Background: an optimization exercise with open tools, aiming at small area, a short achievable clock period and few clock cycles per item. Do not read the settings as production practice. RTL that was checked went through simulation tests only; none was proved equivalent to the original.

## old
Design isr_core, start of the top module:
module isr_core #(
    parameter  int DATA_WID = isr_pkg::DATA_WID,
    localparam int ROOT_WID = DATA_WID / 2,
    localparam int CNT_WID  = $clog2(ROOT_WID)
) (
    input  logic                clk,
    input  logic                rst,
    input  logic [DATA_WID-1:0] a,
    input  logic                clken,
    input  logic                calcen,
    output logic                busy,
    output logic                done,
    output logic [ROOT_WID-1:0] root,
    output logic [ROOT_WID:0]   rem
);
Size: ~3000 cells after synthesis, roughly 530 flip-flops, roughly 0.028 mm2 of cells after synthesis.
Settings: LEC_CHECK=0, CAP_MARGIN=20, CORE_MARGIN=2, CORE_UTILIZATION=40, SETUP_SLACK_MARGIN=1.5, SLEW_MARGIN=20; clock period 5.0 ns.
run.sh (not shown) runs the stock make flow with config.mk's settings and CLKGATE_MAP_FILE= SYNTH_SCRIPT=/design/flow/synth_recipe.tcl, a recipe that flattens the netlist after the stock synthesis.
Testbench counts of old, summed over its fixed seeds: cycles 33,528, items 256.
Edits applied to the flow inputs when going from old to new:
==> flow/flow/run.sh (new file) <==
#!/bin/bash
# The standard layout (the standard.sh, all steps) with two options
# changed: no full/half-adder extraction in synthesis (ADDER_MAP_FILE empty),
# so ABC maps adders as plain gates, and the port buffers that placement
# inserts on every input and output are the small buf_1 (the resizer still
# sizes them as timing needs). Registers are untouched by either.
set -euo pipefail
bash standard.sh ADDER_MAP_FILE= "BUFFER_PORTS_ARGS=-buffer_cell sky130_fd_sc_hd__buf_1" finish > standard_make.log 2>&1
==> flow/standard.sh (new file) <==
#!/bin/bash
# synth_recipe.tcl (not shown) runs the flow's synth.tcl, then flattens the netlist and writes it again
# the make line also repeats each setting of config.mk as NAME=value (left out here)
make -C /OpenROAD-flow-scripts/flow DESIGN_CONFIG=/design/flow/config.mk WORK_HOME=/design/flow/orfs CLKGATE_MAP_FILE= SYNTH_SCRIPT=/design/flow/synth_recipe.tcl "${@:-finish}"
removed: flow/run.sh
==> comparison <==
new: full flow OK, the timing, DRC and antenna checks passed. Against old as the reference, new delivers a lower global-route wire length before repair. Combinational family with the most area after synthesis: compound AO/OA/AOI/OAI gates -> old, simple AND/OR/NAND/NOR gates -> new. | post-synthesis average cell area | old vs new | ≈ equal |. Buffers plus inverters on the worst setup path, old and new: lower on new.

---

Setup of the previous run:
Another version of the RTL of isr_core (not shown whole).
Size: ~7200 cells after synthesis, ~710 flip-flops, about 520 I/O pins, ~0.055 sq mm of cells after synthesis.
Settings: LEC_CHECK=0, CAP_MARGIN=20, CORE_MARGIN=2, CORE_UTILIZATION=40, SETUP_SLACK_MARGIN=1.4, SLEW_MARGIN=20; clock period 5.0 ns.
standard.sh (not shown) runs the stock make flow with config.mk's settings and CLKGATE_MAP_FILE= SYNTH_SCRIPT=/design/flow/synth_recipe.tcl, a recipe that flattens the netlist after the stock synthesis.
==> flow/flow/run.sh <==
#!/bin/bash
# The standard layout (the standard.sh, all steps) with two options
# changed: no full/half-adder extraction in synthesis (ADDER_MAP_FILE empty),
# so ABC maps adders as plain gates, and the port buffers that placement
# inserts on every input and output are the small buf_1 (the resizer still
# sizes them as timing needs). Registers are untouched by either.
set -euo pipefail
bash standard.sh ADDER_MAP_FILE= "BUFFER_PORTS_ARGS=-buffer_cell sky130_fd_sc_hd__buf_1" finish > standard_make.log 2>&1
The previous run finished end to end and its layout was clean on timing, DRC and antenna.
Testbench counts of the previous run, summed over its fixed seeds: cycles 17,998, items 256.
For the current run, these inputs were changed with respect to the previous run:
Settings: SETUP_SLACK_MARGIN now 1.2, was 1.4.
## What came out
The current run ended up with a higher met2 layer usage reported by global route than the previous run did.
Re number of cells in the finished layout apart from fillers: the previous run was higher than the current run.
Wire length, the previous run and the current run: smaller value in the current run
Normalized max-slew margin (higher): the current run
Final standard cell area without fillers, the current run vs the previous run: down slightly
Diff the previous run and the current run: share of the clock period used by the worst path after layout lower in the previous run
On via count normalized by instance count, the previous run and the current run are basically level.

---

Another version of the RTL of isr_core (not shown whole).
Size in the first run: roughly 7300 cells after synthesis, roughly 700 flip-flops, about 520 I/O pins, ~54000 sq um of cells after synthesis.
export LEC_CHECK = 0
export CAP_MARGIN = 20
export CORE_MARGIN = 2
export CORE_UTILIZATION = 40
export SETUP_SLACK_MARGIN = 1.1
export SLEW_MARGIN = 20
create_clock -name core_clock -period 5.0 [get_ports {clk}]
Scripts as last shown in full above: flow/flow/run.sh
Testbench counts at the start, summed over its fixed seeds: cycles 17,998, items 256.
Edit:
SETUP_SLACK_MARGIN = 0.5   (was 1.1)
Effect:
- die area is unchanged
- area after synthesis does not change
- critical path depth drops by 1
- clock skew is lower by 0.0043 ns
- sequential share of layout area is higher by 0.77 points
- first-iteration DRC count drops by about 0.56%
- wire length falls by about 2.3%
- worst hold slack stays flat
- design area goes down by 3.3%
- cell count shrinks by 1.0%
Edit:
CTS_BUF_LIST = sky130_fd_sc_hd__clkbuf_4 sky130_fd_sc_hd__clkbuf_8   (was default)
SETUP_SLACK_MARGIN = 0.8   (was 0.5)
Worst hold slack degrades by 0.17 ns.
Worst setup slack improves by 0.31 ns.
Sequential share of layout area is lower by 0.17 points.
Critical path depth stays the same.
Die area does not change.
Area after synthesis stays the same.
Non-clock buffer count is higher by 11.
Cell area is higher by about 0.7%.
Count of clock-buffer cells in the layout is higher by 88.
Edit:
CORE_UTILIZATION = 55   (was 40)
CTS_BUF_LIST = default   (was sky130_fd_sc_hd__clkbuf_4 sky130_fd_sc_hd__clkbuf_8)
What happened: Routed wire length went up by 0.51%; sequential share of layout area came out higher by 0.37 points; synthesized area does not change; hold slack is better by 0.099 ns; synthesized cell count does not change; final area goes down by 1.4%.

---

Setup of harbor:
Another version of the RTL of isr_core (not shown whole).
For scale: roughly 680 flip-flops, about 520 I/O pins, roughly 53000 um^2 of cells after synthesis.
clock: 5.0 ns
lec_check: 0
cap_margin: 20
core_margin: 2
core_utilization: 40
setup_slack_margin: 0.8
slew_margin: 20
run.sh (not shown) runs the stock make flow with config.mk's settings and CLKGATE_MAP_FILE= SYNTH_SCRIPT=/design/flow/synth_recipe.tcl, a recipe that flattens the netlist after the stock synthesis.
Stock flow here: none of the scripts above is used.
harbor ended with every stage complete and zero timing, DRC or antenna violations.
What nickel does differently from harbor at the input level:
==> flow/flow/run.sh (new file) <==
#!/bin/bash
# The standard layout (the standard.sh, all steps), with one synthesis
# option changed: no full/half-adder extraction (ADDER_MAP_FILE empty), so
# ABC maps the carry-save adders and the digit-selection logic as plain
# gates and can optimise across them. Registers are untouched by that step.
set -euo pipefail
bash standard.sh ADDER_MAP_FILE= finish > standard_make.log 2>&1
==> flow/standard.sh (new file) <==
#!/bin/bash
# synth_recipe.tcl (not shown) runs the flow's synth.tcl, then flattens the netlist and writes it again
# the make line also repeats each setting of config.mk as NAME=value (left out here)
make -C /OpenROAD-flow-scripts/flow DESIGN_CONFIG=/design/flow/config.mk WORK_HOME=/design/flow/orfs CLKGATE_MAP_FILE= SYNTH_SCRIPT=/design/flow/synth_recipe.tcl "${@:-finish}"
removed: flow/run.sh
Notes after the runs:
- nickel ends up with a final antenna diode count that is 1 higher than in harbor.
- Measured against each other, harbor and nickel differ in post-route minimum period, the lower figure coming from nickel.
- Looking at fraction of standard cell area that is sequential, nickel sits above harbor.
- Re via count: harbor was lower than nickel.
- Of harbor and nickel, nickel shows the lower signed area change from the synthesized netlist to the final layout, with harbor above it.
- In nickel, number of unique standard cell types used by synthesis is higher than in harbor.
- Relative to harbor, fraction of cell area in non-clock buffers has gone down in nickel.
- harbor → nickel: total wirelength of the detailed-routed design fell about 1%, final-layout clock buffer total shows a reduction of 8.
Function was not checked in any run of this note: the RTL went through the layout flow alone.

-- re-timing with driven ports --
In the flow no input, the clock included, has a driving cell. The finished layouts below were timed again as built, in two steps.
Step 1 sets driving cells, clkbuf_16 on the clock port and buf_2 on the other inputs (assumed; they add their load-dependent delay and slew).
Step 2, shift: input delay + t, output delay - t, t = (earliest + latest rising clock arrival at the registers) / 2. This alone moves slack from input paths to output paths.
Three values: ideal, step 1, step 2; two values: the first two.
run	t, ns	setup WS [ns]	worst slew at a driven data input, ns
old	0.690	1.140 / 1.140 / 1.140	0.12
new	0.690	1.105 / 1.105 / 1.105	0.08
the previous run	0.805	1.227 / 1.227 / 1.227	0.17
the current run	0.786	1.209 / 1.209 / 1.048	0.15
the first run of note 3	0.817	0.970 / 0.970 / 0.890	0.14
the second run of note 3	0.817	0.529 / 0.529 / 0.529	0.14
the third run of note 3	0.986	0.844 / 0.844 / 0.844	0.13
the fourth run of note 3	0.749	0.680 / 0.680 / 0.680	0.15
harbor	0.768	0.602 / 0.602 / 0.602	0.14
nickel	0.807	0.864 / 0.864 / 0.864	0.08
After both steps every run listed still meets setup and hold. For the current run, which loses most, drivers alone change the setup slack by 0.000 ns; drivers and shift together by -0.161 ns.
